Source: an optimization exercise on an open RTL-to-GDS flow (aim: small area). Production flows keep margins and buffers that such runs may drop.
Only simulation tests tie the RTL to the original design; equivalence was not proved.
Power and IR drop assume default switching activity.

==> module register_file, before the edit <==
module register_file #(
  parameter int unsigned DATA_W = rv_pkg::XLEN,
  parameter int unsigned ADDR_W = rv_pkg::REG_ADDR_W
) (
  input  logic              clk_i,
  input  logic              reset_i,
  input  logic [ADDR_W-1:0] addr_1_i,
  input  logic [ADDR_W-1:0] addr_2_i,
  input  logic [ADDR_W-1:0] addr_3_i,
  input  logic              WE3_i,
  input  logic [DATA_W-1:0] WD3_i,
  output logic [DATA_W-1:0] RD_1_o,
  output logic [DATA_W-1:0] RD_2_o
);
  localparam int unsigned NREGS = 2**ADDR_W;
  logic [NREGS*DATA_W-1:0] mem_flat;
  logic [NREGS-1:0]        we_vec;
  logic [NREGS-1:0]        we_n_vec;
  logic [NREGS-1:0]        valid_q;
  logic [3:0] wa_hi;
  logic [7:0] wa_lo;
  rf_predec_en #(.W(2)) u_wdec_hi (.en(WE3_i), .a(addr_3_i[4:3]), .y(wa_hi));
  rf_predec    #(.W(3)) u_wdec_lo (.a(addr_3_i[2:0]), .y(wa_lo));
  logic [NREGS-1:0] we_hi_vec;
  logic [NREGS-1:0] we_n_hi_vec;
  assign we_vec[0]      = 1'b0;
  assign we_n_vec[0]    = 1'b1;
  assign we_hi_vec[0]   = 1'b0;
  assign we_n_hi_vec[0] = 1'b1;
  for (genvar i = 1; i < int'(NREGS); i++) begin : g_wdec
    rf_nand2 u_we_n_lo (.a(wa_hi[i/8]),      .b(wa_lo[i%8]), .y(we_n_vec[i]));
    rf_inv   u_we_lo   (.a(we_n_vec[i]),     .y(we_vec[i]));
    rf_nand2 u_we_n_hi (.a(wa_hi[i/8]),      .b(wa_lo[i%8]), .y(we_n_hi_vec[i]));
    rf_inv   u_we_hi   (.a(we_n_hi_vec[i]),  .y(we_hi_vec[i]));
  end
  always_ff @(posedge clk_i or posedge reset_i) begin
    if (reset_i) begin
      valid_q <= '0;
    end else begin
      valid_q <= valid_q | we_vec;
    end
  end
  assign mem_flat[DATA_W-1:0] = '0;
  for (genvar i = 1; i < int'(NREGS); i++) begin : g_reg
    logic [DATA_W-1:0] data_q;
    logic [DATA_W-1:0] data_d;
    for (genvar b = 0; b < int'(DATA_W); b++) begin : g_bit
      rf_hold_mux u_hold (
        .we   ((b < int'(DATA_W/2)) ? we_vec[i]   : we_hi_vec[i]),
        .we_n ((b < int'(DATA_W/2)) ? we_n_vec[i] : we_n_hi_vec[i]),
        .wd   (WD3_i[b]),
        .q    (data_q[b]),
        .d    (data_d[b])
      );
    end
    always_ff @(posedge clk_i) begin
      data_q <= data_d;
    end
    assign mem_flat[i*DATA_W +: DATA_W] = data_q;
  end
  rf_read_port #(
    .DATA_W (DATA_W),
    .ADDR_W (ADDR_W)
  ) u_read_1 (
    .regs      (mem_flat),
    .valid     (valid_q),
    .addr      (addr_1_i),
    .rd_data_c (RD_1_o)
  );
  rf_read_port #(
    .DATA_W (DATA_W),
    .ADDR_W (ADDR_W)
  ) u_read_2 (
    .regs      (mem_flat),
    .valid     (valid_q),
    .addr      (addr_2_i),
    .rd_data_c (RD_2_o)
  );
endmodule
clock: 7.0 ns
lec_check: 0
cap_margin: 20
core_margin: 2
core_utilization: 65
gpl_timing_driven: 0
slew_margin: 20
synth_hierarchical: 1
synth_minimum_keep_size: 0
standard.sh (not shown) runs the stock make flow with config.mk's settings and CLKGATE_MAP_FILE= SYNTH_SCRIPT=/design/flow/synth_recipe.tcl, a recipe that flattens the netlist after the stock synthesis.
==> flow/flow/run.sh <==
#!/bin/bash
set -euo pipefail
export CTS_ARGS="-sink_clustering_enable -repair_clock_nets -buf_list sky130_fd_sc_hd__clkbuf_16 -sink_clustering_size 30 -sink_clustering_max_diameter 80 -dont_use_dummy_load"
export BUFFER_PORTS_ARGS="-buffer_cell sky130_fd_sc_hd__buf_1"
bash standard.sh > make.log 2>&1
Edit:
--- a/flow/design.v
+++ b/flow/design.v
@@ -93,14 +93,16 @@
   assign we_vec[0]      = 1'b0;
   assign we_n_vec[0]    = 1'b1;
   assign we_hi_vec[0]   = 1'b0;
   assign we_n_hi_vec[0] = 1'b1;
   for (genvar i = 1; i < int'(NREGS); i++) begin : g_wdec
-    rf_nand2 u_we_n_lo (.a(wa_hi[i/8]),      .b(wa_lo[i%8]), .y(we_n_vec[i]));
-    rf_inv   u_we_lo   (.a(we_n_vec[i]),     .y(we_vec[i]));
-    rf_nand2 u_we_n_hi (.a(wa_hi[i/8]),      .b(wa_lo[i%8]), .y(we_n_hi_vec[i]));
-    rf_inv   u_we_hi   (.a(we_n_hi_vec[i]),  .y(we_hi_vec[i]));
+    logic dec_n;
+    rf_nand2 u_nand    (.a(wa_hi[i/8]),    .b(wa_lo[i%8]), .y(dec_n));
+    rf_inv   u_we_lo   (.a(dec_n),         .y(we_vec[i]));
+    rf_inv   u_we_n_lo (.a(we_vec[i]),     .y(we_n_vec[i]));
+    rf_inv   u_we_hi   (.a(dec_n),         .y(we_hi_vec[i]));
+    rf_inv   u_we_n_hi (.a(we_hi_vec[i]),  .y(we_n_hi_vec[i]));
   end
   always_ff @(posedge clk_i or posedge reset_i) begin
     if (reset_i) begin
       valid_q <= '0;
     end else begin
Effect:
- The changed run ran to the end with no violations
- total power is lower by about 1%
- routed wire length drops by about 6%
- utilization went down by 0.33 points
- die area is about the same
- worst setup slack gets worse by 0.068 ns

-- afterwards: timing with drivers on the ports --
In the flow no input, the clock included, has a driving cell. The finished layouts below were timed again as built, in two steps.
Step 1, drivers: a clkbuf_16 drives clk_i and a buf_2 each remaining input, both assumed.
Step 2 moves the port delays by t, midway between the first and last clock arrival at a register: inputs arrive t later, outputs are due t later. That takes back most of the time a late clock gives input paths.
Three values: ideal ports, drivers, drivers and shift; two values: the first two.
run | t (ns) | slack for setup (ns) | worst hold slack (ns)
the first run | 0.698 | 1.099 / 1.022 / 1.022 | 0.504 / 0.504 / 0.504
the second run | 0.688 | 1.031 / 0.903 / 0.903 | 0.500 / 0.500 / 0.500
After both steps setup and hold are still met in every run listed. The setup slack of the second run, which loses most, moves by -0.128 ns with the drivers and by -0.128 ns with both steps.
